This design comes from an exercise in tuning for small area, a short achievable clock period and few clock cycles per item on the open sky130 flow, not from production work. Where RTL was checked, it was by simulation tests only, not by an equivalence proof against the original. No activity file was given, so power comes from the tool's default toggle rates.

==> flow/design.v (excerpt) <==
module second_chance_expiry_table_core
#(
    parameter int ENTRIES    = scet_pkg::ENTRIES_DEF,
    parameter int KEY_BITS   = scet_pkg::KEY_BITS_DEF,
    parameter int VALUE_BITS = scet_pkg::VALUE_BITS_DEF
) (
    input  logic                aclk,
    input  logic                aresetn,
    input  logic                s_tvalid,
    output logic                s_tready,
    input  logic [scet_pkg::S_DATA_W-1:0] s_tdata,    
    input  logic [scet_pkg::OPCODE_W-1:0] s_tuser,    
    output logic                m_tvalid,
    input  logic                m_tready,
    output logic [scet_pkg::M_DATA_W-1:0] m_tdata     
);
    localparam int RES_W = 2 + scet_pkg::COUNT_W;   
    localparam int QD    = 4;                       
    logic [KEY_BITS-1:0]   key_in;
    logic [VALUE_BITS-1:0] val_in;
    logic                  rdy_reg;
    logic                  acc;
    assign key_in = s_tdata[KEY_BITS-1:0];
    assign val_in = s_tdata[scet_pkg::KEY_W +: VALUE_BITS];
    assign acc    = s_tvalid && rdy_reg;
    logic [ENTRIES-1:0]            valid_reg, recent_reg, hit_reg;
    logic [ENTRIES-1:0]            valid_next, recent_next, hit_next;
    logic [ENTRIES*KEY_BITS-1:0]   keys;
    logic [ENTRIES*VALUE_BITS-1:0] vals;
    logic [ENTRIES-1:0]            key_we, val_we;
    localparam int KP = 4;                  
    localparam int KPW = KEY_BITS / KP;
    logic [ENTRIES*KP-1:0] keq_a;
    logic                  vB_reg;
    scet_pkg::opcode_t     opB_reg;
    logic [ENTRIES*KP-1:0] keqB_reg;
    logic [ENTRIES-1:0]    keqB;
    logic [VALUE_BITS-1:0] valB_reg;
    always_comb begin
        for (int i = 0; i < ENTRIES; i++) begin
            for (int j = 0; j < KP; j++) begin
                keq_a[i*KP+j] = (keys[i*KEY_BITS+j*KPW +: KPW] == key_in[j*KPW +: KPW]);
            end
        end
    end
    always_ff @(posedge aclk) begin
        opB_reg   <= s_tuser;
        keqB_reg  <= keq_a;
        valB_reg  <= val_in;
    end
  ...
For scale: about 4,600 cells after synthesis, ~1,800 flip-flops.
make LEC_CHECK=0 CAP_MARGIN=20 CORE_MARGIN=2 CORE_UTILIZATION=60 CTS_CLUSTER_DIAMETER=80 CTS_CLUSTER_SIZE=30 SETUP_SLACK_MARGIN=2.5 SLEW_MARGIN=20 finish   # period 5.0 ns
run.sh (not shown) runs the stock make flow with config.mk's settings and CLKGATE_MAP_FILE= SYNTH_SCRIPT=/design/flow/synth_recipe.tcl, a recipe that flattens the netlist after the stock synthesis.
Testbench counts at the start, summed over its fixed seeds: cycles 4,024, items 4,000.
Then changed:
--- a/flow/design.v
+++ b/flow/design.v
@@ -97,25 +97,23 @@
         .aclk(aclk), .we(val_we), .wdata(valB_reg), .rdata(vals)
     );
     assign key_we = ~valid_next;
     logic [ENTRIES-1:0] match, setm;
     logic [ENTRIES-1:0] cand_reg, cand_next;    
     logic [ENTRIES-1:0] low_other, low_kept;
     logic [VALUE_BITS-1:0] fval;
     logic               found, anyfree;
     logic               anyfree_reg;         
-    logic               anyfree_next;
     logic               is_ins, is_rem, is_srch, is_prn;
-    logic insB_reg, remB_reg, srchB_reg, prnB_reg;
-    assign is_ins  = insB_reg;
-    assign is_rem  = remB_reg;
-    assign is_srch = srchB_reg;
-    assign is_prn  = prnB_reg;
+    assign is_ins  = vB_reg && (opB_reg == OP_INSERT);
+    assign is_rem  = vB_reg && (opB_reg == OP_REMOVE);
+    assign is_srch = vB_reg && (opB_reg == OP_SEARCH);
+    assign is_prn  = vB_reg && (opB_reg == OP_PRUNE);
     always_comb begin
         for (int i = 0; i < ENTRIES; i++) begin
             keqB[i] = &keqB_reg[i*KP +: KP];
         end
     end
     assign match = valid_reg & keqB;
     always_comb begin
         fval = '0;
         for (int i = 0; i < ENTRIES; i++) begin
@@ -137,24 +135,18 @@
     assign low_kept  = lowest(~(valid_reg & recent_reg));    
     always_comb begin
         cand_next = cand_reg;
         if (is_ins && anyfree) cand_next = (low_other != '0) ? low_other : match;
         if (is_rem && !anyfree) cand_next = match;
         if (is_prn) cand_next = low_kept;
     end
     assign found   = |match;
     assign anyfree = anyfree_reg;
-    always_comb begin
-        anyfree_next = anyfree_reg;
-        if (is_ins) anyfree_next = anyfree_reg && ((|(~valid_reg & ~cand_reg)) || found);
-        if (is_rem) anyfree_next = anyfree_reg || found;
-        if (is_prn) anyfree_next = ~&(valid_reg & recent_reg);
-    end
     assign val_we = is_ins ? (anyfree ? cand_reg : match) : '0;
     always_comb begin
         setm        = '0;
         valid_next  = valid_reg;
         recent_next = recent_reg;
         hit_next    = hit_reg;
         if (is_ins) setm = anyfree ? cand_reg : match;
         if (is_srch) setm = match;
         if (is_rem || (is_ins && anyfree)) begin
@@ -204,36 +196,33 @@
                 c3_reg <= '0;
             end else begin
                 c2_reg <= f2C_reg ? c2_reg - 5'd1 : c2_reg;
                 c3_reg <= up3C_reg ? c3_reg + 5'd1 : dn3C_reg ? c3_reg - 5'd1 : c3_reg;
             end
         end
     end
     logic [RES_W-1:0]      res, resC_reg, resq;
     logic                  vC_reg, srchC_reg, foundC_reg;
-    localparam int VG = VALUE_BITS / 4;       
-    logic [VG-1:0]         vdiffC_reg;
+    logic [VALUE_BITS-1:0] vdiffC_reg;
     always_comb begin
         res = '0;
         unique case (opB_reg)
             OP_INSERT: res = {scet_pkg::count_t'(0), !found && !anyfree, !found};
             OP_REMOVE: res = {scet_pkg::count_t'(0), 1'b0, found};
             OP_SEARCH: res = '0;
             OP_PRUNE:  res = {c1_now, 1'b0, 1'b0};
         endcase
     end
     always_ff @(posedge aclk) begin
         resC_reg   <= res;
         srchC_reg  <= (opB_reg == OP_SEARCH);
         foundC_reg <= found;
-        for (int g = 0; g < VG; g++) begin
-            vdiffC_reg[g] <= (fval[g*4 +: 4] != valB_reg[g*4 +: 4]);
-        end
+        vdiffC_reg <= fval ^ valB_reg;
     end
     assign resq = srchC_reg ? RES_W'(foundC_reg && !(|vdiffC_reg)) : resC_reg;
     logic [RES_W-1:0] q_reg [QD];
     logic [2:0]       qn_reg, qn_keep, qn_next;
     logic             mv_reg;
     logic             deliv;
     assign deliv   = mv_reg && m_tready;
     assign qn_keep = qn_reg - 3'(deliv);
     assign qn_next = qn_keep + 3'(vC_reg);
@@ -243,43 +232,35 @@
                 q_reg[i] <= resq;
             end else if (deliv && i + 1 < QD) begin
                 q_reg[i] <= q_reg[i+1];
             end
         end
     end
     always_ff @(posedge aclk) begin
         if (!aresetn) begin
             vB_reg     <= 1'b0;
-            insB_reg   <= 1'b0;
-            remB_reg   <= 1'b0;
-            srchB_reg  <= 1'b0;
-            prnB_reg   <= 1'b0;
             vC_reg     <= 1'b0;
             rdy_reg    <= 1'b1;
             qn_reg     <= 3'd0;
             mv_reg     <= 1'b0;
             valid_reg  <= '0;
             anyfree_reg <= 1'b1;
             cand_reg   <= ENTRIES'(1);
             recent_reg <= '0;
             hit_reg    <= '0;
         end else begin
             vB_reg     <= acc;
-            insB_reg   <= acc && (s_tuser == OP_INSERT);
-            remB_reg   <= acc && (s_tuser == OP_REMOVE);
-            srchB_reg  <= acc && (s_tuser == OP_SEARCH);
-            prnB_reg   <= acc && (s_tuser == OP_PRUNE);
             vC_reg     <= vB_reg;
             rdy_reg    <= (3'(acc) + 3'(vB_reg) + qn_next) < 3'(QD);
             qn_reg     <= qn_next;
             mv_reg     <= (qn_next != 3'd0);
             valid_reg  <= valid_next;
-            anyfree_reg <= anyfree_next;
+            anyfree_reg <= ~&valid_next;
             cand_reg   <= cand_next;
             recent_reg <= recent_next;
             hit_reg    <= hit_next;
         end
     end
     assign s_tready = rdy_reg;
     assign m_tvalid = mv_reg;
     assign m_tdata  = {1'b0, q_reg[0]};
 endmodule
=>
- The changed run passed the timing, design-rule and antenna checks
- sequential cell count climbs by 20
- setup slack is worse by 0.11 ns
- clock power climbs by 2.6%
- area after synthesis hardly moves
- synthesized cell count drops by 1.9%
- clock skew climbs by 0.010 ns
- routed wire length drops by 1.0%
- cell area drops by 0.37%
- sequential power barely changes
- register-to-register slack is worse by 0.11 ns
- first-iteration DRC count drops by 14%
The RTL of the second run of this note was laid out without a check of its function.

-- static timing again, ports no longer ideal --
How much do the figures lean on ideal ports? The routed layouts below were timed once more, with nothing changed but the port constraints. Step 1 assumes that a clkbuf_16 drives the clock port and a buf_2 every other input. Step 2 adds t to the input delays and takes it off the output delays; t is the mean of the earliest and latest rising clock arrival at the registers after step 1. Input paths then give back, and output paths get back, about the clock's delay inside the block. a / b / c = ideal / step 1 / step 2; a / b = the first two.
run | t (ns) | setup slack, ns | clock arrival spread, ns | pins driven straight from the clock port
the first run | 0.760 | 2.472 / 2.472 / 1.867 | 0.039 / 0.039 | 1
the second run | 0.767 | 2.365 / 2.365 / 1.883 | 0.046 / 0.046 | 1
After both steps every run listed still meets setup and hold. For the first run, which loses most, drivers alone change the setup slack by 0.000 ns; drivers and shift together by -0.605 ns.
